Background: an optimization exercise with open tools, aiming at small area, a short achievable clock period and few clock cycles per item. Do not read the settings as production practice.
Function was checked by simulation only, so behaviour that the tests miss may differ from the original.

== main ==
## fmul_pipe
module fmul_pipe (
    input  logic        clk,
    input  logic        rst,
    input  logic        in_valid,
    output logic        in_ready,
    input  logic [31:0] in_a,
    input  logic [31:0] in_b,
    input  logic [1:0]  in_rm,
    input  logic [3:0]  in_tag,
    output logic        out_valid,
    input  logic        out_ready,
    output logic [31:0] out_res,
    output logic [4:0]  out_flags,
    output logic [3:0]  out_tag
);
Size: about 2700 cells after synthesis, about 25000 µm² of cells after synthesis.
clock: 36.0 ns
lec_check: 0
abc_area: 1
cap_margin: 20
core_margin: 2
core_utilization: 68
slew_margin: 20
standard.sh (not shown) runs the stock make flow with config.mk's settings and CLKGATE_MAP_FILE= SYNTH_SCRIPT=/design/flow/synth_recipe.tcl, a recipe that flattens the netlist after the stock synthesis.
==> flow/flow/run.sh <==
#!/bin/bash
# Own layout flow: the standard ORFS flow (standard.sh, unchanged synthesis), with
#  - after synthesis, flow/polarity.py moves inverters off full-adder inputs where that
#    removes inverters (a full adder is self-dual; an XOR and an XNOR swap freely);
#    registers are not touched;
#  - the ports buffered by plain buffers instead of ORFS's default pick, a delay buffer:
#    buf_2, and then buf_1 on the inputs (flow/inbuf.tcl);
#  - clock tree synthesis without dummy loads;
set -euo pipefail
cd "$(dirname "$0")/.."
MARGIN=$(cat flow/margin.txt)
export BUFFER_PORTS_ARGS="-buffer_cell sky130_fd_sc_hd__buf_2"
export PRE_RESIZE_TCL="$PWD/flow/inbuf.tcl"
export SETUP_SLACK_MARGIN=$MARGIN
# Clock tree: larger sink clusters than the default, without dummy loads.
export CTS_ARGS="-sink_clustering_enable -sink_clustering_size 25 -sink_clustering_max_diameter 150 -repair_clock_nets -dont_use_dummy_load"
RES="$PWD/orfs/results/sky130hd/fmul_pipe/base"
bash standard.sh "$RES/1_2_yosys.v" > flow_synth.log 2>&1
cp "$RES/1_2_yosys.v" 1_2_yosys.orig.v
python3 flow/polarity.py 1_2_yosys.orig.v "$RES/1_2_yosys.v" > flow_polarity.log 2>&1
bash standard.sh SETUP_SLACK_MARGIN=$MARGIN finish > flow_make.log 2>&1
==> flow/flow/margin.txt <==
27.72
Other scripts of this flow, unchanged in this note and not shown: flow/flow/inbuf.tcl, flow/flow/polarity.py
Testbench counts of main, summed over its fixed seeds: cycles 32,024, items 32,000.
For the feature branch, these inputs were changed with respect to main:
- PLACE_DENSITY newly set to 0.9
==> flow/flow/margin.txt <==
27.75
Vias: the feature branch above main
Looking at main and the feature branch, the fmax is a wash.
Diff main -> the feature branch | total of fill cells in the finished design | down by a few percent
Placed instance area: main vs the feature branch — no meaningful difference
Cell area is higher on main

run B:
Another version of the RTL of fmul_pipe (not shown whole).
For scale: ~2800 cells after synthesis, roughly 25000 um^2 of cells after synthesis.
export LEC_CHECK = 0
export ABC_AREA = 1
export CAP_MARGIN = 20
export CORE_MARGIN = 2
export CORE_UTILIZATION = 60
export SLEW_MARGIN = 20
create_clock -name core_clock -period 36.0 [get_ports {clk}]
==> flow/flow/run.sh <==
#!/bin/bash
# Own layout flow: the standard ORFS flow (standard.sh, unchanged synthesis), with
#  - after synthesis, flow/polarity.py moves inverters off full-adder inputs where that
#    removes inverters (a full adder is self-dual; an XOR and an XNOR swap freely);
#    registers are not touched;
#  - the ports buffered by plain buffers instead of ORFS's default pick, a delay buffer:
#    buf_4, and then buf_1 on the inputs (flow/inbuf.tcl);
#  - clock tree synthesis without dummy loads;
set -euo pipefail
cd "$(dirname "$0")/.."
MARGIN=$(cat flow/margin.txt)
export BUFFER_PORTS_ARGS="-buffer_cell sky130_fd_sc_hd__buf_4"
export PRE_RESIZE_TCL="$PWD/flow/inbuf.tcl"
export SETUP_SLACK_MARGIN=$MARGIN
# Clock tree: larger sink clusters than the default, without dummy loads.
export CTS_ARGS="-sink_clustering_enable -sink_clustering_size 25 -sink_clustering_max_diameter 150 -repair_clock_nets -dont_use_dummy_load"
RES="$PWD/orfs/results/sky130hd/fmul_pipe/base"
bash standard.sh "$RES/1_2_yosys.v" > flow_synth.log 2>&1
cp "$RES/1_2_yosys.v" 1_2_yosys.orig.v
python3 flow/polarity.py 1_2_yosys.orig.v "$RES/1_2_yosys.v" > flow_polarity.log 2>&1
bash standard.sh SETUP_SLACK_MARGIN=$MARGIN finish > flow_make.log 2>&1
==> flow/flow/inbuf.tcl <==
# Sourced by ORFS's resize.tcl (PRE_RESIZE_TCL), after the ports were buffered with
# buf_4: an input port's buffer only drives the net into the design, so it becomes a
# buf_1; repair_design and the timing repair that follow size it up where needed.
set buf1 [[ord::get_db] findMaster sky130_fd_sc_hd__buf_1]
set block [ord::get_db_block]
foreach bterm [$block getBTerms] {
  if { [$bterm getIoType] ne "INPUT" } { continue }
  set net [$bterm getNet]
  if { $net eq "NULL" || [$net getSigType] eq "CLOCK" } { continue }
  foreach iterm [$net getITerms] {
    set inst [$iterm getInst]
    if { [[$inst getMaster] getName] eq "sky130_fd_sc_hd__buf_4" } {
      $inst swapMaster $buf1
    }
  }
}
Other scripts of this flow, unchanged in this note and not shown: flow/flow/margin.txt, flow/flow/polarity.py
Run B: flow completed, timing, DRC and antenna clean
Testbench counts of run B, summed over its fixed seeds: cycles 32,024, items 32,000.
Modified inputs, run A compared to run B
--- a/flow/flow/run.sh
+++ b/flow/flow/run.sh
@@ -5,10 +5,10 @@
 #    registers are not touched;
 #  - the ports buffered by plain buffers instead of ORFS's default pick, a delay buffer:
-#    buf_4, and then buf_1 on the inputs (flow/inbuf.tcl);
+#    buf_2, and then buf_1 on the inputs (flow/inbuf.tcl);
 #  - clock tree synthesis without dummy loads;
 set -euo pipefail
 cd "$(dirname "$0")/.."
 MARGIN=$(cat flow/margin.txt)
-export BUFFER_PORTS_ARGS="-buffer_cell sky130_fd_sc_hd__buf_4"
+export BUFFER_PORTS_ARGS="-buffer_cell sky130_fd_sc_hd__buf_2"
 export PRE_RESIZE_TCL="$PWD/flow/inbuf.tcl"
 export SETUP_SLACK_MARGIN=$MARGIN
--- a/flow/flow/inbuf.tcl
+++ b/flow/flow/inbuf.tcl
@@ -1,4 +1,4 @@
 # Sourced by ORFS's resize.tcl (PRE_RESIZE_TCL), after the ports were buffered with
-# buf_4: an input port's buffer only drives the net into the design, so it becomes a
+# buf_2: an input port's buffer only drives the net into the design, so it becomes a
 # buf_1; repair_design and the timing repair that follow size it up where needed.
 set buf1 [[ord::get_db] findMaster sky130_fd_sc_hd__buf_1]
@@ -10,5 +10,5 @@
   foreach iterm [$net getITerms] {
     set inst [$iterm getInst]
-    if { [[$inst getMaster] getName] eq "sky130_fd_sc_hd__buf_4" } {
+    if { [[$inst getMaster] getName] eq "sky130_fd_sc_hd__buf_2" } {
       $inst swapMaster $buf1
     }
[summary]
Re count of buffers inserted at the top-level ports: no difference whatsoever between run A and run B.
Run B → run A: worst setup slack dropped 60 ps; average vias per placed instance barely changed.
Relative slew slack, run A and run B: lower on run A
In the flow results for run A and run B, the non-clock buffer count is smaller on run B.
Reported for run A and run B, max-slew violation total from the final report turned out identical to the last digit.
Run A ends up with a amount of wire on met2 after detailed routing that is 1.5% higher than in run B.
Run A: full flow OK, the timing, design-rule and antenna checks passed

## job 4036
RTL: one of the versions met above, not the one the previous note started from.
Size: ~2700 cells after synthesis, about 120 I/O pins, ~25000 µm² of cells after synthesis.
clock: 36.0 ns
lec_check: 0
abc_area: 1
cap_margin: 0
core_margin: 2
core_utilization: 65
slew_margin: 0
==> flow/flow/run.sh <==
#!/bin/bash
# Own layout flow: the standard ORFS flow (standard.sh, unchanged synthesis), with
#  - after synthesis, flow/polarity.py moves inverters off full-adder inputs where that
#    removes inverters (a full adder is self-dual; an XOR and an XNOR swap freely);
#    registers are not touched;
#  - the ports buffered by plain buffers instead of ORFS's default pick, a delay buffer:
#    buf_2, and then buf_1 on the inputs (flow/inbuf.tcl);
#  - clock tree synthesis without dummy loads;
set -euo pipefail
cd "$(dirname "$0")/.."
MARGIN=$(cat flow/margin.txt)
export BUFFER_PORTS_ARGS="-buffer_cell sky130_fd_sc_hd__buf_2"
export PRE_RESIZE_TCL="$PWD/flow/inbuf.tcl"
export SETUP_SLACK_MARGIN=$MARGIN
# Clock tree: larger sink clusters than the default, without dummy loads.
export CTS_ARGS="-sink_clustering_enable -sink_clustering_size 25 -sink_clustering_max_diameter 150 -repair_clock_nets -dont_use_dummy_load"
RES="$PWD/orfs/results/sky130hd/fmul_pipe/base"
bash standard.sh "$RES/1_2_yosys.v" > flow_synth.log 2>&1
cp "$RES/1_2_yosys.v" 1_2_yosys.orig.v
python3 flow/polarity.py 1_2_yosys.orig.v "$RES/1_2_yosys.v" > flow_polarity.log 2>&1
bash standard.sh SETUP_SLACK_MARGIN=$MARGIN finish > flow_make.log 2>&1
Other scripts of this flow, unchanged in this note and not shown: flow/flow/inbuf.tcl, flow/flow/margin.txt, flow/flow/polarity.py
Job 4036 finished every stage and its layout cleared the timing, design-rule and antenna checks.
Testbench counts of job 4036, summed over its fixed seeds: cycles 32,024, items 32,000.
Setup changes, job 4036 to job 6420
- a change of SLEW_MARGIN from 0 to 20
- a change of CAP_MARGIN from 0 to 20
- an added PLACE_DENSITY of 0.85
--- outcome ---
- The clock input transition at the sequential cells of the worst setup and hold paths on job 4036 is in line with that on job 6420.
- On hold-critical path depth, job 4036 and job 6420 are neck and neck.
- Share of post-route cells with drive strength above 1 (job 6420 over job 4036): decrease, 0.31 points
- ~same final design instance area without fill in job 4036 and job 6420
- On share of the cycle needed by the critical path after routing, job 4036 tracks job 6420 almost exactly.
- Job 6420 vs job 4036, startpoint of the most critical setup path: o_q[23] vs o_q[25]
- For clock-buffer cell count, job 4036 and job 6420 come out practically identical.
- Of job 4036 and job 6420, the run reporting the higher setup slack was job 6420.
Setup changes, job 6420 to job 2636
- PLACE_DENSITY: 0.85 -> unset
## What came out
In summary, job 2636 completed successfully, with a layout that passed the timing, design-rule and antenna checks.
Job 6420 reached the final stage; the timing, design-rule and antenna checks on its layout passed.
Job 6420 → job 2636: multi-input combinational cell area has remained practically unchanged; synthesis-to-finish area growth has increased; non-clock buffer count has decreased.

-- separate check: timing with driven ports --
In the flow no input, the clock included, has a driving cell. The finished layouts below were timed again as built, in two steps.
Step 1 (the two cells are an assumption about what drives the block):
set clk [get_ports {clk}]
set_driving_cell -lib_cell sky130_fd_sc_hd__clkbuf_16 $clk
set_driving_cell -lib_cell sky130_fd_sc_hd__buf_2 [delete_from_list [all_inputs] $clk]
Step 2, shift: input delay + t, output delay - t, t = (earliest + latest rising clock arrival at the registers) / 2. This alone moves slack from input paths to output paths.
Three values: no drivers, after step 1, after step 2; two values: the first two.
run | t (ns) | setup slack, ns | worst register clock-pin slew, ns | worst data-port slew with drivers (ns) | cell pins on the clock port's net
main | 0.536 | 27.740 / 27.680 / 27.586 | 0.11 / 0.11 | 0.07 | 1
the feature branch | 0.512 | 27.731 / 27.684 / 27.618 | 0.11 / 0.11 | 0.07 | 1
run B | 0.539 | 27.703 / 27.646 / 27.532 | 0.11 / 0.11 | 0.05 | 1
run A | 0.540 | 27.643 / 27.585 / 27.530 | 0.10 / 0.10 | 0.05 | 1
job 4036 | 0.540 | 27.718 / 27.657 / 27.634 | 0.10 / 0.10 | 0.07 | 1
job 6420 | 0.519 | 27.761 / 27.713 / 27.617 | 0.11 / 0.11 | 0.06 | 1
job 2636 | 0.540 | 27.719 / 27.658 / 27.640 | 0.10 / 0.10 | 0.07 | 1
After both steps every run listed still meets setup and hold. For run B, which loses most, drivers alone change the setup slack by -0.057 ns; drivers and shift together by -0.171 ns.
